Source: an optimization exercise on an open RTL-to-GDS flow (aim: small area). Production flows keep margins and buffers that such runs may drop.
The RTL was checked by simulation tests, not by an equivalence proof against the original design.
Power is estimated from default activity; no workload was simulated.

// dlx_core
module dlx_core (
   input  logic        clk,
   input  logic        arst_n,
   output logic        instr_rd_en,
   output logic [19:0] instr_addr,
   input  logic [31:0] instruction,
   output logic        data_rd_en,
   output logic        data_wr_en,
   output logic [31:0] data_addr,
   input  logic [31:0] data_read,
   output logic [31:0] data_write
);
Size in the first run: ~2000 cells after synthesis, about 1100 flip-flops, ~150 I/O pins, about 29000 sq um of cells after synthesis.
Settings: LEC_CHECK=0, CAP_MARGIN=20, CORE_MARGIN=2, CORE_UTILIZATION=40, CTS_BUF_LIST=sky130_fd_sc_hd__clkbuf_4, PLACE_DENSITY=0.6, SLEW_MARGIN=20; clock period 10.0 ns.
run.sh (not shown) runs the stock make flow with config.mk's settings and CLKGATE_MAP_FILE= SYNTH_SCRIPT=/design/flow/synth_recipe.tcl, a recipe that flattens the netlist after the stock synthesis.
Then changed:
CTS_BUF_LIST = sky130_fd_sc_hd__clkbuf_8 sky130_fd_sc_hd__clkbuf_16   (was sky130_fd_sc_hd__clkbuf_4)
CTS_CLUSTER_DIAMETER = 60   (was default)
CTS_CLUSTER_SIZE = 30   (was default)
Outcome:
- count of clock-buffer cells in the layout is lower by 330
- global-route usage is lower by 1.1 points
- power is lower by 10%
- maximum frequency barely changes
- critical path depth stays the same
- worst hold slack gets better by 0.081 ns
- register-to-register slack gets better by 0.05 ns
- worst setup slack gets better by 0.020 ns
- first-iteration DRC count is higher by 30%
- clock skew is lower by 0.10 ns

---

## v6
The RTL this note starts from:
==> flow/design.v <==
`default_nettype none
package dlx_isa_pkg;
   localparam int data_width     = 32;
   localparam int pc_width       = 20;
   localparam int reg_addr_width = 5;
   localparam int imm_width      = 16;
   localparam int opcode_width   = 6;
   localparam int func_width     = 6;
   localparam int alu_op_width   = 3;
   localparam int opcode_lsb = 26;
   localparam int rs1_lsb    = 21;
   localparam int rs2_lsb    = 16;
   localparam int rd_lsb     = 11;
   typedef logic [data_width-1:0]     data_t;
   typedef logic [pc_width-1:0]       pc_t;
   typedef logic [reg_addr_width-1:0] reg_addr_t;
   localparam pc_t pc_reset = '0;
   typedef enum logic [opcode_width-1:0] {
      op_rtype = 6'h00,
      op_beqz  = 6'h04,
      op_bnez  = 6'h05,
      op_addi  = 6'h08,
      op_lw    = 6'h23,
      op_sw    = 6'h2b
   } opcode_e;
   typedef enum logic [func_width-1:0] {
      fn_add = 6'h20,
      fn_sub = 6'h22,
      fn_and = 6'h24,
      fn_or  = 6'h25,
      fn_xor = 6'h26,
      fn_slt = 6'h2a
   } func_e;
   typedef enum logic [alu_op_width-1:0] {
      alu_add,
      alu_sub,
      alu_and,
      alu_or,
      alu_xor,
      alu_slt
   } alu_op_e;
endpackage
`default_nettype wire
`default_nettype none
package dlx_pipe_pkg;
   typedef enum logic [1:0] {
      fwd_none,
      fwd_ex_mem,
      fwd_mem_wb
   } fwd_sel_e;
   typedef struct packed {
      logic      valid;
      logic [2:0] alu_op;
      logic      use_imm;
      logic [31:0] imm;
      logic [31:0] a;
      logic [31:0] b;
      logic [4:0] rs1;
      logic [4:0] rs2;
      logic [4:0] rd;
      logic      reg_wr_en;
      logic      mem_rd_en;
      logic      mem_wr_en;
      logic      is_branch;
      logic      branch_on_zero;
      logic [19:0] next_pc;
   } id_ex_t;
   typedef struct packed {
      logic [31:0] alu_data;
      logic [31:0] store_data;
      logic [4:0] rd;
      logic      reg_wr_en;
      logic      mem_rd_en;
      logic      mem_wr_en;
   } ex_mem_t;
   typedef struct packed {
      logic [31:0] alu_data;
      logic [4:0] rd;
      logic      reg_wr_en;
      logic      mem_to_reg;
   } mem_wb_t;
   typedef struct packed {
      logic [4:0] rd;
      logic      wr_en;
      logic [31:0] data;
   } wb_t;
   typedef struct packed {
      logic take;
      logic [19:0]target;
   } redirect_t;
endpackage
`default_nettype wire
`timescale 1ns/1ns
`default_nettype none
module reg_file (
   input  logic       clk,
   input  logic [4:0] rd_addr_a,
   input  logic [4:0] rd_addr_b,
   input  logic [4:0] wr_addr,
   input  logic       wr_en,
   input  logic       wr_all,
   input  logic [3:0] wr_data,
   output logic [3:0] rd_data_a,
   output logic [3:0] rd_data_b
);
   logic [3:0] tap [32];
   assign tap[0] = 4'b0;
   for (genvar i = 1; i < 32; i++) begin : g_reg
      logic [31:0] q;
      logic        hit;
      assign hit    = wr_all || (wr_en && wr_addr == 5'(i));
      assign tap[i] = q[3:0];
      always_ff @(posedge clk) begin
         q <= {hit ? wr_data : q[3:0], q[31:4]};
      end
   end
   assign rd_data_a = tap[rd_addr_a];
   assign rd_data_b = tap[rd_addr_b];
endmodule
`default_nettype wire
`timescale 1ns/1ns
`default_nettype none
module dlx_core (
   input  logic        clk,
   input  logic        arst_n,
   output logic        instr_rd_en,
   output logic [19:0] instr_addr,
   input  logic [31:0] instruction,
   output logic        data_rd_en,
   output logic        data_wr_en,
   output logic [31:0] data_addr,
   input  logic [31:0] data_read,
   output logic [31:0] data_write
);
   localparam logic [1:0] st_init = 2'd0;   
   localparam logic [1:0] st_ex1  = 2'd1;   
   localparam logic [1:0] st_ex2  = 2'd2;   
   localparam logic [1:0] st_bub  = 2'd3;   
   logic [2:0]  ph;
   logic [1:0]  st;
   logic        rd_en_q;
   logic [19:0] pc;
   logic        carry_q;
   logic        zacc_q;
   logic        lt_q;
   logic [27:0] asr;
   logic [27:0] wsr;
   logic ex1, ex2, ph0, ph6, ph7;
   assign ex1 = (st == st_ex1);
   assign ex2 = (st == st_ex2);
   assign ph0 = (ph == 3'd0);
   assign ph6 = (ph == 3'd6);
   assign ph7 = (ph == 3'd7);
   logic [5:0] opc, fn;
   logic is_r, is_addi, is_lw, is_sw, is_beqz, is_bnez;
   logic f_add, f_sub, f_and, f_or, f_xor, f_slt;
   assign opc     = instruction[31:26];
   assign fn      = instruction[5:0];
   assign is_r    = (opc == 6'h00);
   assign is_addi = (opc == 6'h08);
   assign is_lw   = (opc == 6'h23);
   assign is_sw   = (opc == 6'h2b);
   assign is_beqz = (opc == 6'h04);
   assign is_bnez = (opc == 6'h05);
   assign f_add   = is_r && (fn == 6'h20);
   assign f_sub   = is_r && (fn == 6'h22);
   assign f_and   = is_r && (fn == 6'h24);
   assign f_or    = is_r && (fn == 6'h25);
   assign f_xor   = is_r && (fn == 6'h26);
   assign f_slt   = is_r && (fn == 6'h2a);
   logic two_frames;
   assign two_frames = is_lw || f_slt;
   logic [3:0] a, b, wd;
   logic [4:0] wa;
   logic       we;
   assign wa = is_r ? instruction[15:11] : instruction[20:16];
   reg_file reg_file_i (
      .clk       (clk),
      .rd_addr_a (instruction[25:21]),
      .rd_addr_b (instruction[20:16]),
      .wr_addr   (wa),
      .wr_en     (we),
      .wr_all    (st == st_init),
      .wr_data   (wd),
      .rd_data_a (a),
      .rd_data_b (b)
   );
   logic [3:0] imm_nib, bsel, bop, res;
   logic [4:0] sum;
   logic       sub_mode, cin, lt;
   always_comb begin
      case (ph)
         3'd0:    imm_nib = instruction[3:0];
         3'd1:    imm_nib = instruction[7:4];
         3'd2:    imm_nib = instruction[11:8];
         3'd3:    imm_nib = instruction[15:12];
         default: imm_nib = {4{instruction[15]}};
      endcase
   end
   assign sub_mode = f_sub || f_slt;
   assign bsel     = is_r ? b : imm_nib;
   assign bop      = bsel ^ {4{sub_mode}};
   assign cin      = ph0 ? sub_mode : carry_q;
   assign sum      = {1'b0, a} + {1'b0, bop} + {4'b0, cin};
   assign lt       = (a[3] ^ b[3]) ? a[3] : sum[3];
   always_comb begin
      if (f_and)      res = a & b;
      else if (f_or)  res = a | b;
      else if (f_xor) res = a ^ b;
      else            res = sum[3:0];
   end
   always_comb begin
      we = 1'b0;
      wd = 4'b0;
      if (ex1) begin
         we = is_addi || f_add || f_sub || f_and || f_or || f_xor;
         wd = res;
      end else if (ex2) begin
         we = 1'b1;
         if (is_lw) wd = ph0 ? data_read[3:0] : wsr[3:0];
         else       wd = {3'b0, ph0 && lt_q};
      end
   end
   assign data_addr  = {sum[3:0], asr};
   assign data_write = {b, wsr};
   assign data_rd_en = ex1 && ph7 && is_lw;
   assign data_wr_en = ex1 && ph7 && is_sw;
   logic zero, taken, pc_inc;
   logic [19:0] pc_add;
   assign zero   = !(zacc_q || (a != 4'b0));
   assign taken  = ex1 && ph7 && ((is_beqz && zero) || (is_bnez && !zero));
   assign pc_inc = ph6 && ((ex1 && !two_frames) || ex2);
   assign pc_add = ph[0] ? {{4{instruction[15]}}, instruction[15:0]} : 20'd4;
   assign instr_addr  = pc;
   assign instr_rd_en = rd_en_q;
   always_ff @(posedge clk) begin
      carry_q <= sum[4];
      zacc_q  <= (!ph0 && zacc_q) || (a != 4'b0);
      if (ph7) lt_q <= lt;
      asr <= {sum[3:0], asr[27:4]};
      if (ex2 && ph0) wsr <= data_read[31:4];
      else            wsr <= {b, wsr[27:4]};
   end
   always_ff @(posedge clk or negedge arst_n) begin
      if (!arst_n) begin
         ph      <= 3'd0;
         st      <= st_init;
         rd_en_q <= 1'b0;
         pc      <= 20'd0;
      end else begin
         ph      <= ph + 3'd1;
         rd_en_q <= 1'b1;
         if (pc_inc || taken) pc <= pc + pc_add;
         if (ph7) begin
            case (st)
               st_ex1:  st <= two_frames ? st_ex2 : (taken ? st_bub : st_ex1);
               default: st <= st_ex1;
            endcase
         end
      end
   end
endmodule
`default_nettype wire
==> flow/config.mk <==
export PLATFORM = sky130hd
export DESIGN_NAME = dlx_core
export DESIGN_NICKNAME = dlx_core
export VERILOG_FILES = /design/flow/design.v
export SDC_FILE = /design/flow/constraint.sdc
export NUM_CORES = 4
export LEC_CHECK = 0
export CAP_MARGIN = 20
export CORE_MARGIN = 2
export CORE_UTILIZATION = 40
export CTS_BUF_LIST = sky130_fd_sc_hd__clkbuf_8
export CTS_CLUSTER_DIAMETER = 50
export CTS_CLUSTER_SIZE = 20
export PLACE_DENSITY = 0.6
export SLEW_MARGIN = 20
==> flow/constraint.sdc <==
create_clock -name core_clock -period 10.0 [get_ports {clk}]
set_input_delay 2.0000 -clock core_clock [delete_from_list [all_inputs] [get_ports {clk}]]
set_output_delay 2.0000 -clock core_clock [all_outputs]
set_load 0.01 [all_outputs]
standard.sh (not shown) runs the stock make flow with config.mk's settings and CLKGATE_MAP_FILE= SYNTH_SCRIPT=/design/flow/synth_recipe.tcl, a recipe that flattens the netlist after the stock synthesis.
==> flow/flow/run.sh <==
#!/bin/bash
# The standard layout (the standard.sh: ORFS synthesis to finish),
# with the port buffers made of the smallest buffer cell.
set -euo pipefail
export BUFFER_PORTS_ARGS="-buffer_cell sky130_fd_sc_hd__buf_1"
bash standard.sh > standard_flow.log 2>&1
v6: done, clean on timing, DRC and antenna
Setup changes, v6 to v7
==> flow/run.sh (new file) <==
#!/bin/bash
# synth_recipe.tcl (not shown) runs the flow's synth.tcl, then flattens the netlist and writes it again
# the make line also repeats each setting of config.mk as NAME=value (left out here)
make -C /OpenROAD-flow-scripts/flow DESIGN_CONFIG=/design/flow/config.mk WORK_HOME=/design/flow/orfs CLKGATE_MAP_FILE= SYNTH_SCRIPT=/design/flow/synth_recipe.tcl finish
removed: flow/flow/run.sh
removed: flow/standard.sh
==> results.txt <==
Per the final summary, v7 finished and its layout is clean on timing, DRC and antenna. [compare] base=v6 new=v7: met3 global-route usage higher, final period demand of the worst path higher, area growth from synthesis to layout higher, overall power of the completed layout lower, critical path depth roughly the same. v7: fraction of power consumed by sequential logic higher than v6.

-- port drivers added, routing unchanged --
The flow's constraints put no driver on any port. The routed layouts listed below were extracted and timed again, unchanged, in two steps. Step 1, drivers: a clkbuf_16 drives clk and a buf_2 each remaining input, both assumed. Step 2 moves the port delays by t, midway between the first and last clock arrival at a register: inputs arrive t later, outputs are due t later. That takes back most of the time a late clock gives input paths. Three values: ideal ports, drivers, drivers and shift; two values: the first two.
run	t (ns)	setup WS [ns]	hold WS [ns]	cell pins on the clock port's net
the first run of note 1	1.079	1.115 / 1.056 / 1.056	0.236 / 0.236 / 0.236	1
the second run of note 1	0.682	1.135 / 1.073 / 1.073	0.317 / 0.317 / 0.317	1
v6	0.746	1.944 / 1.871 / 1.871	0.302 / 0.302 / 0.302	1
v7	0.754	1.161 / 1.100 / 1.100	0.306 / 0.306 / 0.306	1
After both steps every run listed still meets setup and hold. For v6, which loses most, drivers alone change the setup slack by -0.073 ns; drivers and shift together by -0.073 ns.
